This design comes from an exercise in tuning for small area, a short achievable clock period and few clock cycles on the open sky130 flow, not from production work. In this exercise RTL edits were held to simulation tests only and were not proved equivalent to the original. Power is estimated from default activity; no workload was simulated.

run 4:
Design playfair_stream_encrypter, start of the top module:
module playfair_stream_encrypter (
  input  wire logic        clk,
  input  wire logic        rst_n,
  input  wire logic        in_tvalid,
  output logic             in_tready,
  input  wire logic [7:0]  in_tdata,
  input  wire logic        in_tlast,
  output logic             out_tvalid,
  input  wire logic        out_tready,
  output logic [7:0]       out_tdata,
  output logic             out_tlast,
  output logic [1:0]       out_tuser,
  input  wire logic        cfg_valid,
  output logic             cfg_ready,
  input  wire logic [1:0]  cfg_index,
  input  wire logic [49:0] cfg_data
);
Size: ~1,400 cells after synthesis, ~220 flip-flops, roughly 80 I/O pins.
clock: 8.0 ns
lec_check: 0
cap_margin: 20
core_margin: 2
core_utilization: 40
cts_buf_list: sky130_fd_sc_hd__clkbuf_8 sky130_fd_sc_hd__clkbuf_16
cts_cluster_diameter: 80
cts_cluster_size: 25
setup_slack_margin: 5
slew_margin: 20
run.sh (not shown) runs the stock make flow with config.mk's settings and CLKGATE_MAP_FILE= SYNTH_SCRIPT=/design/flow/synth_recipe.tcl, a recipe that flattens the netlist after the stock synthesis.
Run 4 ended with every stage complete and zero timing, DRC or antenna violations.
Testbench counts of run 4, summed over its fixed seeds: cycles 16,698.
Setup changes, run 4 to run 3
==> flow/flow/run.sh (new file) <==
#!/bin/bash
set -euo pipefail
bash standard.sh SETUP_SLACK_MARGIN=5.2 finish > standard_flow.log 2>&1
==> flow/standard.sh (new file) <==
#!/bin/bash
# synth_recipe.tcl (not shown) runs the flow's synth.tcl, then flattens the netlist and writes it again
# the make line also repeats each setting of config.mk as NAME=value (left out here)
make -C /OpenROAD-flow-scripts/flow DESIGN_CONFIG=/design/flow/config.mk WORK_HOME=/design/flow/orfs CLKGATE_MAP_FILE= SYNTH_SCRIPT=/design/flow/synth_recipe.tcl "${@:-finish}"
removed: flow/run.sh
==> results.txt <==
Relative to run 4, the worst endpoint data arrival time of run 3 is lower by 0.29 ns.
Delta (run 3 minus run 4): number of global-route vias before repair picked up an extra 1.5%, synthesized cell count stayed essentially flat, post-route core utilization rose by 1.7 points, non-clock buffer count now sits higher.
Looking at first-pass GRT wire length, run 3 sits about 3.4% above run 4.

========
Starting RTL as in the previous note.
==> flow/design.v (excerpt) <==
module playfair_stream_encrypter (
  input  wire logic        clk,
  input  wire logic        rst_n,
  input  wire logic        in_tvalid,
  output logic             in_tready,
  input  wire logic [7:0]  in_tdata,
  input  wire logic        in_tlast,
  output logic             out_tvalid,
  input  wire logic        out_tready,
  output logic [7:0]       out_tdata,
  output logic             out_tlast,
  output logic [1:0]       out_tuser,
  input  wire logic        cfg_valid,
  output logic             cfg_ready,
  input  wire logic [1:0]  cfg_index,
  input  wire logic [49:0] cfg_data
);
==> flow/config.mk <==
export PLATFORM = sky130hd
export DESIGN_NAME = playfair_stream_encrypter
export DESIGN_NICKNAME = playfair_stream_encrypter
export VERILOG_FILES = /design/flow/design.v
export SDC_FILE = /design/flow/constraint.sdc
export NUM_CORES = 4
export LEC_CHECK = 0
export CAP_MARGIN = 20
export CORE_MARGIN = 2
export CORE_UTILIZATION = 40
export CTS_BUF_LIST = sky130_fd_sc_hd__clkbuf_8 sky130_fd_sc_hd__clkbuf_16
export CTS_CLUSTER_DIAMETER = 80
export CTS_CLUSTER_SIZE = 25
export SETUP_SLACK_MARGIN = 5
export SLEW_MARGIN = 20
==> flow/constraint.sdc <==
create_clock -name core_clock -period 8.0 [get_ports {clk}]
set_input_delay 1.6000 -clock core_clock [delete_from_list [all_inputs] [get_ports {clk}]]
set_output_delay 1.6000 -clock core_clock [all_outputs]
set_load 0.01 [all_outputs]
standard.sh (not shown) runs the stock make flow with config.mk's settings and CLKGATE_MAP_FILE= SYNTH_SCRIPT=/design/flow/synth_recipe.tcl, a recipe that flattens the netlist after the stock synthesis.
==> flow/flow/run.sh <==
#!/bin/bash
set -euo pipefail
bash standard.sh SETUP_SLACK_MARGIN=5.3 finish > standard_flow.log 2>&1
The baseline passed the timing, design-rule and antenna checks.
Testbench counts at the start, summed over its fixed seeds: cycles 16,698.
Next try:
==> flow/run.sh (new file) <==
#!/bin/bash
# synth_recipe.tcl (not shown) runs the flow's synth.tcl, then flattens the netlist and writes it again
# the make line also repeats each setting of config.mk as NAME=value (left out here)
make -C /OpenROAD-flow-scripts/flow DESIGN_CONFIG=/design/flow/config.mk WORK_HOME=/design/flow/orfs CLKGATE_MAP_FILE= SYNTH_SCRIPT=/design/flow/synth_recipe.tcl finish
- CTS_BUF_LIST: sky130_fd_sc_hd__clkbuf_8 sky130_fd_sc_hd__clkbuf_16 -> sky130_fd_sc_hd__clkbuf_16
- CTS_CLUSTER_DIAMETER: 80 -> 100
- CTS_CLUSTER_SIZE: 25 -> 40
removed: flow/flow/run.sh
removed: flow/standard.sh
=> Design area fell by about 6%. Worst hold slack is better by 0.025 ns. Clock-buffer cell count came out lower by 4. Global-route usage goes down by 1.1 points. Die area does not change. Critical path depth went down by 1. Routed wire length goes down by about 5.4%.

========
## green
playfair_stream_encrypter, a different RTL version from the one above (not shown whole).
Size: about 1300 cells after synthesis, ~220 flip-flops, about 12000 sq um of cells after synthesis.
export LEC_CHECK = 0
export CAP_MARGIN = 20
export CORE_MARGIN = 2
export CORE_UTILIZATION = 40
export CTS_BUF_LIST = sky130_fd_sc_hd__clkbuf_8 sky130_fd_sc_hd__clkbuf_16
export CTS_CLUSTER_DIAMETER = 90
export CTS_CLUSTER_SIZE = 30
export SETUP_SLACK_MARGIN = 5
export SLEW_MARGIN = 20
create_clock -name core_clock -period 8.0 [get_ports {clk}]
==> flow/flow/run.sh <==
#!/bin/bash
set -euo pipefail
bash standard.sh SETUP_SLACK_MARGIN=5.08 finish > standard_flow.log 2>&1
Testbench counts of green, summed over its fixed seeds: cycles 16,722.
Input-level comparison between orange and green:
- swapping 90 for 80 in CTS_CLUSTER_DIAMETER
- swapping 30 for 25 in CTS_CLUSTER_SIZE
==> flow/flow/run.sh <==
#!/bin/bash
set -euo pipefail
bash standard.sh SETUP_SLACK_MARGIN=5.16 finish > standard_flow.log 2>&1
Notes after the runs:
- Utilization after layout (higher): orange
- Combinational fraction of design power (orange over green): decrease, 0.2 points
- Number of global-route vias before repair is lower on green
- Against green, orange reports a global-route usage that is higher.
- Met3 usage essentially unchanged between orange and green.
- green has lower clock network area share than orange.
- orange against green: average detailed-routed wire length per instance increased 4.3%; routed wire length increased 4.6%.

separate check: timing with driven ports:
No port has a modelled driver above. Below, the same layouts with a new extraction and two added sets of constraints.
Step 1, drivers: a clkbuf_16 drives clk and a buf_2 each remaining input, both assumed.
Step 2 adds t to the input delays and takes it off the output delays; t is the mean of the earliest and latest rising clock arrival at the registers after step 1. Input paths then give back, and output paths get back, about the clock's delay inside the block.
a / b / c = no drivers / after step 1 / after step 2; a / b = the first two.
run	t (ns)	setup slack, ns	worst register clock-pin slew, ns
run 4	0.547	5.012 / 4.989 / 4.484	0.10 / 0.10
run 3	0.541	5.159 / 5.159 / 4.753	0.10 / 0.10
the first run of note 2	0.532	5.148 / 5.148 / 4.817	0.10 / 0.10
the second run of note 2	0.533	5.004 / 5.001 / 4.538	0.12 / 0.12
green	0.524	5.149 / 5.174 / 4.650	0.11 / 0.11
orange	0.538	5.224 / 5.182 / 4.698	0.10 / 0.10
After both steps every run listed still meets setup and hold. The setup slack of run 4, which loses most, moves by -0.023 ns with the drivers and by -0.528 ns with both steps.
